From an optimization exercise on the open Yosys and OpenROAD flow, aimed at small area; shortcuts taken in it are not production practice. Function was checked by simulation only, so behaviour that the tests miss may differ from the original.

==> inputs of v30 <==
// cache
module cache (
    input  logic         clk,
    input  logic         proc_reset,
    input  logic         proc_read,
    input  logic         proc_write,
    input  logic [29:0]  proc_addr,
    input  logic [31:0]  proc_wdata,
    output logic         proc_stall,
    output logic [31:0]  proc_rdata,
    input  logic [127:0] mem_rdata,
    input  logic         mem_ready,
    output logic         mem_read,
    output logic         mem_write,
    output logic [27:0]  mem_addr,
    output logic [127:0] mem_wdata
);
    logic wb_q, al_q;
    logic [127:0] data_q [8];
    logic [24:0]  tag_q  [8];
    logic [7:0]   valid_q;
    logic [7:0]   dirty_q;
    logic [24:0] atag;
    logic [2:0]  idx;
    logic [1:0]  off;
    assign atag = proc_addr[29:5];
    assign idx  = proc_addr[4:2];
    assign off  = proc_addr[1:0];
    logic [7:0] sel;
    always_comb begin
        for (int i = 0; i < 8; i++) sel[i] = (idx == 3'(i));
    end
    logic [127:0] cur_line;
    logic [24:0]  cur_tag;
    logic         cur_valid, cur_dirty;
    always_comb begin
        cur_line  = '0;
        cur_tag   = al_q ? atag : '0;
        cur_valid = 1'b0;
        cur_dirty = 1'b0;
        for (int i = 0; i < 8; i++) begin
            cur_line  = cur_line  | ({128{sel[i]}} & data_q[i]);
            cur_tag   = cur_tag   | ({25{sel[i] & ~al_q}} & tag_q[i]);
            cur_valid = cur_valid | (sel[i] & valid_q[i]);
  ...
==> module cache, before the edit <==
module cache (
    input  logic         clk,
    input  logic         proc_reset,
    input  logic         proc_read,
    input  logic         proc_write,
    input  logic [29:0]  proc_addr,
    input  logic [31:0]  proc_wdata,
    output logic         proc_stall,
    output logic [31:0]  proc_rdata,
    input  logic [127:0] mem_rdata,
    input  logic         mem_ready,
    output logic         mem_read,
    output logic         mem_write,
    output logic [27:0]  mem_addr,
    output logic [127:0] mem_wdata
);
    logic wb_q, al_q;
    logic [127:0] data_q [8];
    logic [24:0]  tag_q  [8];
    logic [7:0]   valid_q;
    logic [7:0]   dirty_q;
    logic [24:0] atag;
    logic [2:0]  idx;
    logic [1:0]  off;
    assign atag = proc_addr[29:5];
    assign idx  = proc_addr[4:2];
    assign off  = proc_addr[1:0];
    logic [7:0] sel;
    always_comb begin
        for (int i = 0; i < 8; i++) sel[i] = (idx == 3'(i));
    end
    logic [127:0] cur_line;
    logic [24:0]  cur_tag;
    logic         cur_valid, cur_dirty;
    always_comb begin
        cur_line  = '0;
        cur_tag   = al_q ? atag : '0;
        cur_valid = 1'b0;
        cur_dirty = 1'b0;
        for (int i = 0; i < 8; i++) begin
            cur_line  = cur_line  | ({128{sel[i]}} & data_q[i]);
            cur_tag   = cur_tag   | ({25{sel[i] & ~al_q}} & tag_q[i]);
            cur_valid = cur_valid | (sel[i] & valid_q[i]);
            cur_dirty = cur_dirty | (sel[i] & dirty_q[i]);
        end
    end
    logic req, idle, hit, fill, wword;
    assign req   = proc_read | proc_write;
    assign idle  = ~wb_q & ~al_q;
    assign hit   = cur_valid & (cur_tag == atag);
    assign fill  = al_q & mem_ready;
    assign wword = idle & proc_write & hit;
    assign proc_stall = wb_q | al_q | (req & ~hit);
    assign mem_write  = wb_q;
    assign mem_read   = al_q;
    assign mem_addr   = {cur_tag, idx};
    assign mem_wdata  = cur_line;
    assign proc_rdata = cur_line[off * 32 +: 32];
    always_ff @(posedge clk) begin
        if (!proc_reset) begin
            wb_q <= 1'b0;
            al_q <= 1'b0;
        end else begin
            wb_q <= (idle & req & ~hit & cur_dirty) | (wb_q & ~mem_ready);
            al_q <= (idle & req & ~hit & ~cur_dirty) | (wb_q & mem_ready) | (al_q & ~mem_ready);
        end
    end
    always_ff @(posedge clk) begin
        if (!proc_reset) begin
            valid_q <= '0;
            dirty_q <= '0;
        end else begin
            for (int i = 0; i < 8; i++) begin
                if (sel[i] & fill) begin
                    valid_q[i] <= 1'b1;
                    dirty_q[i] <= 1'b0;
                end else if (sel[i] & wword) begin
                    dirty_q[i] <= 1'b1;
                end
            end
        end
    end
    logic [127:0] wdata;
    assign wdata = al_q ? mem_rdata : {4{proc_wdata}};
    always_ff @(posedge clk) begin
        for (int i = 0; i < 8; i++) begin
            if (sel[i] & fill) tag_q[i] <= atag;
            for (int w = 0; w < 4; w++) begin
                if (sel[i] & (fill | (wword & (off == 2'(w)))))
                    data_q[i][w*32 +: 32] <= wdata[w*32 +: 32];
            end
        end
    end
endmodule
export LEC_CHECK = 0
export CAP_MARGIN = 20
export CORE_MARGIN = 2
export CORE_UTILIZATION = 40
export SLEW_MARGIN = 20
create_clock -name core_clock -period 6.0 [get_ports {clk}]
run.sh (not shown) runs the stock make flow with config.mk's settings and CLKGATE_MAP_FILE= SYNTH_SCRIPT=/design/flow/synth_recipe.tcl, a recipe that flattens the netlist after the stock synthesis.
==> v36: changes against v30 <==
--- a/flow/design.v
+++ b/flow/design.v
@@ -1,4 +1,48 @@
 package cache_pkg;
 endpackage
+module cache_aoi3 (
+    input  logic [2:0] s,
+    input  logic [2:0] d,
+    output logic       y_n
+);
+    assign y_n = ~|(s & d);
+endmodule
+module cache_tail8 (
+    input  logic       a_n,
+    input  logic       b_n,
+    input  logic [1:0] s,
+    input  logic [1:0] d,
+    output logic       y
+);
+    assign y = ~(a_n & b_n & ~|(s & d));
+endmodule
+module cache_ao8 (
+    input  logic [7:0] s,
+    input  logic [7:0] d,
+    output logic       y
+);
+    logic a_n, b_n;
+    cache_aoi3  u_a (.s(s[2:0]), .d(d[2:0]), .y_n(a_n));
+    cache_aoi3  u_b (.s(s[5:3]), .d(d[5:3]), .y_n(b_n));
+    cache_tail8 u_c (.a_n(a_n), .b_n(b_n), .s(s[7:6]), .d(d[7:6]), .y(y));
+endmodule
+module cache_ao9 (
+    input  logic [8:0] s,
+    input  logic [8:0] d,
+    output logic       y
+);
+    logic a_n, b_n, c_n;
+    cache_aoi3 u_a (.s(s[2:0]), .d(d[2:0]), .y_n(a_n));
+    cache_aoi3 u_b (.s(s[5:3]), .d(d[5:3]), .y_n(b_n));
+    cache_aoi3 u_c (.s(s[8:6]), .d(d[8:6]), .y_n(c_n));
+    assign y = ~(a_n & b_n & c_n);
+endmodule
+module cache_ao4 (
+    input  logic [3:0] s,
+    input  logic [3:0] d,
+    output logic       y
+);
+    assign y = |(s & d);
+endmodule
 module cache (
     input  logic         clk,
@@ -29,21 +73,39 @@
     assign off  = proc_addr[1:0];
     logic [7:0] sel;
+    logic [3:0] wsel;
     always_comb begin
         for (int i = 0; i < 8; i++) sel[i] = (idx == 3'(i));
+        for (int w = 0; w < 4; w++) wsel[w] = (off == 2'(w));
     end
     logic [127:0] cur_line;
     logic [24:0]  cur_tag;
     logic         cur_valid, cur_dirty;
-    always_comb begin
-        cur_line  = '0;
-        cur_tag   = al_q ? atag : '0;
-        cur_valid = 1'b0;
-        cur_dirty = 1'b0;
-        for (int i = 0; i < 8; i++) begin
-            cur_line  = cur_line  | ({128{sel[i]}} & data_q[i]);
-            cur_tag   = cur_tag   | ({25{sel[i] & ~al_q}} & tag_q[i]);
-            cur_valid = cur_valid | (sel[i] & valid_q[i]);
-            cur_dirty = cur_dirty | (sel[i] & dirty_q[i]);
-        end
+    logic [8:0]   tsel;
+    assign tsel = {al_q, sel & {8{~al_q}}};
+    for (genvar b = 0; b < 128; b++) begin : g_line
+        cache_ao8 u_mux (
+            .s (sel),
+            .d ({data_q[7][b], data_q[6][b], data_q[5][b], data_q[4][b],
+                 data_q[3][b], data_q[2][b], data_q[1][b], data_q[0][b]}),
+            .y (cur_line[b])
+        );
+    end
+    for (genvar b = 0; b < 25; b++) begin : g_tag
+        cache_ao9 u_mux (
+            .s (tsel),
+            .d ({atag[b],
+                 tag_q[7][b], tag_q[6][b], tag_q[5][b], tag_q[4][b],
+                 tag_q[3][b], tag_q[2][b], tag_q[1][b], tag_q[0][b]}),
+            .y (cur_tag[b])
+        );
+    end
+    cache_ao8 u_valid (.s(sel), .d(valid_q), .y(cur_valid));
+    cache_ao8 u_dirty (.s(sel), .d(dirty_q), .y(cur_dirty));
+    for (genvar b = 0; b < 32; b++) begin : g_word
+        cache_ao4 u_mux (
+            .s (wsel),
+            .d ({cur_line[96+b], cur_line[64+b], cur_line[32+b], cur_line[b]}),
+            .y (proc_rdata[b])
+        );
     end
     logic req, idle, hit, fill, wword;
@@ -58,5 +120,4 @@
     assign mem_addr   = {cur_tag, idx};
     assign mem_wdata  = cur_line;
-    assign proc_rdata = cur_line[off * 32 +: 32];
     always_ff @(posedge clk) begin
         if (!proc_reset) begin
@@ -89,5 +150,5 @@
             if (sel[i] & fill) tag_q[i] <= atag;
             for (int w = 0; w < 4; w++) begin
-                if (sel[i] & (fill | (wword & (off == 2'(w)))))
+                if (sel[i] & (fill | (wword & wsel[w])))
                     data_q[i][w*32 +: 32] <= wdata[w*32 +: 32];
             end
==> flow/flow/run.sh (new file) <==
#!/bin/bash
# The standard layout, with two changes to how it is built:
# - every input and output port still gets its own buffer, but a buf_1
#   rather than the delay cell buffer_ports picks by default;
# - clock tree synthesis does not add dummy loads to balance the tree.
set -euo pipefail
export BUFFER_PORTS_ARGS="-buffer_cell sky130_fd_sc_hd__buf_1"
export CTS_ARGS="-sink_clustering_enable -repair_clock_nets -dont_use_dummy_load -buf_list {sky130_fd_sc_hd__clkbuf_4 sky130_fd_sc_hd__clkbuf_8}"
bash standard.sh > standard.log 2>&1
==> flow/standard.sh (new file) <==
#!/bin/bash
# synth_recipe.tcl (not shown) runs the flow's synth.tcl, then flattens the netlist and writes it again
# the make line also repeats each setting of config.mk as NAME=value (left out here)
make -C /OpenROAD-flow-scripts/flow DESIGN_CONFIG=/design/flow/config.mk WORK_HOME=/design/flow/orfs CLKGATE_MAP_FILE= SYNTH_SCRIPT=/design/flow/synth_recipe.tcl "${@:-finish}"
Settings changed: CORE_UTILIZATION 40 to 60, CTS_BUF_LIST from default to sky130_fd_sc_hd__clkbuf_4 sky130_fd_sc_hd__clkbuf_8, SYNTH_HIERARCHICAL from default to 1.
removed: flow/run.sh
==> v29: changes against v30 <==
--- a/flow/design.v
+++ b/flow/design.v
@@ -1,4 +1,57 @@
 package cache_pkg;
 endpackage
+module cache_aoi3 (
+    input  logic [2:0] s,
+    input  logic [2:0] d,
+    output logic       y_n
+);
+    assign y_n = ~|(s & d);
+endmodule
+module cache_tail8 (
+    input  logic       a_n,
+    input  logic       b_n,
+    input  logic [1:0] s,
+    input  logic [1:0] d,
+    output logic       y
+);
+    assign y = ~(a_n & b_n & ~|(s & d));
+endmodule
+module cache_ao8 (
+    input  logic [7:0] s,
+    input  logic [7:0] d,
+    output logic       y
+);
+    logic a_n, b_n;
+    cache_aoi3  u_a (.s(s[2:0]), .d(d[2:0]), .y_n(a_n));
+    cache_aoi3  u_b (.s(s[5:3]), .d(d[5:3]), .y_n(b_n));
+    cache_tail8 u_c (.a_n(a_n), .b_n(b_n), .s(s[7:6]), .d(d[7:6]), .y(y));
+endmodule
+module cache_ao9 (
+    input  logic [8:0] s,
+    input  logic [8:0] d,
+    output logic       y
+);
+    logic a_n, b_n, c_n;
+    cache_aoi3 u_a (.s(s[2:0]), .d(d[2:0]), .y_n(a_n));
+    cache_aoi3 u_b (.s(s[5:3]), .d(d[5:3]), .y_n(b_n));
+    cache_aoi3 u_c (.s(s[8:6]), .d(d[8:6]), .y_n(c_n));
+    assign y = ~(a_n & b_n & c_n);
+endmodule
+module cache_ao4 (
+    input  logic [3:0] s,
+    input  logic [3:0] d,
+    output logic       y
+);
+    assign y = |(s & d);
+endmodule
+module cache_hold (
+    input  logic en,
+    input  logic en_n,
+    input  logic d,
+    input  logic q,
+    output logic nxt
+);
+    assign nxt = (en & d) | (en_n & q);
+endmodule
 module cache (
     input  logic         clk,
@@ -29,21 +82,39 @@
     assign off  = proc_addr[1:0];
     logic [7:0] sel;
+    logic [3:0] wsel;
     always_comb begin
         for (int i = 0; i < 8; i++) sel[i] = (idx == 3'(i));
+        for (int w = 0; w < 4; w++) wsel[w] = (off == 2'(w));
     end
     logic [127:0] cur_line;
     logic [24:0]  cur_tag;
     logic         cur_valid, cur_dirty;
-    always_comb begin
-        cur_line  = '0;
-        cur_tag   = al_q ? atag : '0;
-        cur_valid = 1'b0;
-        cur_dirty = 1'b0;
-        for (int i = 0; i < 8; i++) begin
-            cur_line  = cur_line  | ({128{sel[i]}} & data_q[i]);
-            cur_tag   = cur_tag   | ({25{sel[i] & ~al_q}} & tag_q[i]);
-            cur_valid = cur_valid | (sel[i] & valid_q[i]);
-            cur_dirty = cur_dirty | (sel[i] & dirty_q[i]);
-        end
+    logic [8:0]   tsel;
+    assign tsel = {al_q, sel & {8{~al_q}}};
+    for (genvar b = 0; b < 128; b++) begin : g_line
+        cache_ao8 u_mux (
+            .s (sel),
+            .d ({data_q[7][b], data_q[6][b], data_q[5][b], data_q[4][b],
+                 data_q[3][b], data_q[2][b], data_q[1][b], data_q[0][b]}),
+            .y (cur_line[b])
+        );
+    end
+    for (genvar b = 0; b < 25; b++) begin : g_tag
+        cache_ao9 u_mux (
+            .s (tsel),
+            .d ({atag[b],
+                 tag_q[7][b], tag_q[6][b], tag_q[5][b], tag_q[4][b],
+                 tag_q[3][b], tag_q[2][b], tag_q[1][b], tag_q[0][b]}),
+            .y (cur_tag[b])
+        );
+    end
+    cache_ao8 u_valid (.s(sel), .d(valid_q), .y(cur_valid));
+    cache_ao8 u_dirty (.s(sel), .d(dirty_q), .y(cur_dirty));
+    for (genvar b = 0; b < 32; b++) begin : g_word
+        cache_ao4 u_mux (
+            .s (wsel),
+            .d ({cur_line[96+b], cur_line[64+b], cur_line[32+b], cur_line[b]}),
+            .y (proc_rdata[b])
+        );
     end
     logic req, idle, hit, fill, wword;
@@ -58,5 +129,4 @@
     assign mem_addr   = {cur_tag, idx};
     assign mem_wdata  = cur_line;
-    assign proc_rdata = cur_line[off * 32 +: 32];
     always_ff @(posedge clk) begin
         if (!proc_reset) begin
@@ -85,12 +155,44 @@
     logic [127:0] wdata;
     assign wdata = al_q ? mem_rdata : {4{proc_wdata}};
-    always_ff @(posedge clk) begin
+    logic [3:0] den   [8];
+    logic [3:0] den_n [8];
+    logic [7:0] ten, ten_n;
+    always_comb begin
         for (int i = 0; i < 8; i++) begin
-            if (sel[i] & fill) tag_q[i] <= atag;
+            ten[i]   = sel[i] & fill;
+            ten_n[i] = ~ten[i];
             for (int w = 0; w < 4; w++) begin
-                if (sel[i] & (fill | (wword & (off == 2'(w)))))
-                    data_q[i][w*32 +: 32] <= wdata[w*32 +: 32];
+                den[i][w]   = sel[i] & (fill | (wword & wsel[w]));
+                den_n[i][w] = ~den[i][w];
             end
         end
     end
+    logic [127:0] data_d [8];
+    logic [24:0]  tag_d  [8];
+    for (genvar i = 0; i < 8; i++) begin : g_set
+        for (genvar b = 0; b < 128; b++) begin : g_data
+            cache_hold u_hold (
+                .en   (den[i][b/32]),
+                .en_n (den_n[i][b/32]),
+                .d    (wdata[b]),
+                .q    (data_q[i][b]),
+                .nxt  (data_d[i][b])
+            );
+        end
+        for (genvar b = 0; b < 25; b++) begin : g_tag
+            cache_hold u_hold (
+                .en   (ten[i]),
+                .en_n (ten_n[i]),
+                .d    (atag[b]),
+                .q    (tag_q[i][b]),
+                .nxt  (tag_d[i][b])
+            );
+        end
+    end
+    always_ff @(posedge clk) begin
+        for (int i = 0; i < 8; i++) begin
+            data_q[i] <= data_d[i];
+            tag_q[i]  <= tag_d[i];
+        end
+    end
 endmodule
==> flow/flow/run.sh (new file) <==
#!/bin/bash
# The standard layout, with two changes to how it is built:
# - every input and output port still gets its own buffer, but a buf_1
#   rather than the delay cell buffer_ports picks by default;
# - clock tree synthesis clusters more flip-flops per leaf buffer and does
#   not add dummy loads to balance the tree.
set -euo pipefail
export BUFFER_PORTS_ARGS="-buffer_cell sky130_fd_sc_hd__buf_1"
export CTS_ARGS="-sink_clustering_enable -repair_clock_nets -dont_use_dummy_load -sink_clustering_size 16 -sink_clustering_max_diameter 50 -buf_list {sky130_fd_sc_hd__clkbuf_8}"
bash standard.sh > standard.log 2>&1
==> flow/standard.sh (new file) <==
#!/bin/bash
# synth_recipe.tcl (not shown) runs the flow's synth.tcl, then flattens the netlist and writes it again
# the make line also repeats each setting of config.mk as NAME=value (left out here)
make -C /OpenROAD-flow-scripts/flow DESIGN_CONFIG=/design/flow/config.mk WORK_HOME=/design/flow/orfs CLKGATE_MAP_FILE= SYNTH_SCRIPT=/design/flow/synth_recipe.tcl "${@:-finish}"
Settings changed: CORE_UTILIZATION 40 to 45, CTS_BUF_LIST from default to sky130_fd_sc_hd__clkbuf_8, CTS_CLUSTER_DIAMETER from default to 50, CTS_CLUSTER_SIZE from default to 16, SYNTH_HIERARCHICAL from default to 1.
removed: flow/run.sh
==> out/qor.csv <==
stage;metric;value;unit
status;status;complete, no violations;
layout;fin_util;0.6986;
layout;inverters;8;
yosys;yosysTopAreaCell;edfxtp_1;
die;die_height;278.4;µm
worst_setup_path;path_depth;13;
placed_design;placed_area;49390;µm²
worst_setup_path;ff2ff_path_depth;11;
timing;finClkSkew;0.1098;ns
yosys;synth-edff-count;1224;
yosys;yosys_warnings;9;
yosys;yosysTopAreaCellShare;0.8137;
(the above is from v36)
==> out/qor.csv <==
stage;metric;value;unit
timing;rsz0062_at_grt;no;
timing;finClkSkew;0.03029;ns
yosys;synth-edff-count;1224;
worst_setup_path;ff2ff_path_depth;10;
timing;maxSlewHeadroom;0.2300;
worst_setup_path;worstSetupStartpointType;input pin;
die;die_height;350.0;µm
placed_design;placed_area;55380;µm²
layout;inverters;15;
yosys;yosys_warnings;3;
status;status;complete, no violations;
yosys;yosysTopAreaCellShare;0.7675;
(the above is from v30)
==> out/qor.csv <==
stage;metric;value;unit
timing;finClkSkew;0.09175;ns
yosys;synth-edff-count;0;
die;die_height;317.0;µm
worst_setup_path;path_depth;10;
yosys;yosysTopAreaCellShare;0.5639;
status;status;complete, no violations;
layout;fin_util;0.5285;
placed_design;placed_area;49510;µm²
yosys;yosysTopAreaCell;dfxtp_1;
(the above is from v29)

[afterwards: timing with drivers on the ports]
The flow's constraints put no driver on any port. The routed layouts listed below were extracted and timed again, unchanged, in two steps. Step 1: set_driving_cell puts a clkbuf_16 on clk and a buf_2 on each other input, an assumption about the parent block. Step 2 moves the port delays by t, midway between the first and last clock arrival at a register: inputs arrive t later, outputs are due t later. That takes back most of the time a late clock gives input paths. Slacks: ideal / step 1 / step 2; pairs: ideal / step 1.
run	t (ns)	setup slack, ns	hold WS [ns]	worst setup path after step 2	pins driven straight from the clock port
v30	0.792	0.313 / 0.288 / 0.288	0.472 / 0.472 / 0.472	input to output	1
v36	0.841	0.512 / 0.478 / 0.433	0.467 / 0.467 / 0.467	input to register	1
v29	0.867	0.395 / 0.370 / 0.370	0.462 / 0.462 / 0.462	input to output	1
After both steps setup and hold are still met in every run listed. For v36, which loses most, drivers alone change the setup slack by -0.034 ns; drivers and shift together by -0.079 ns.
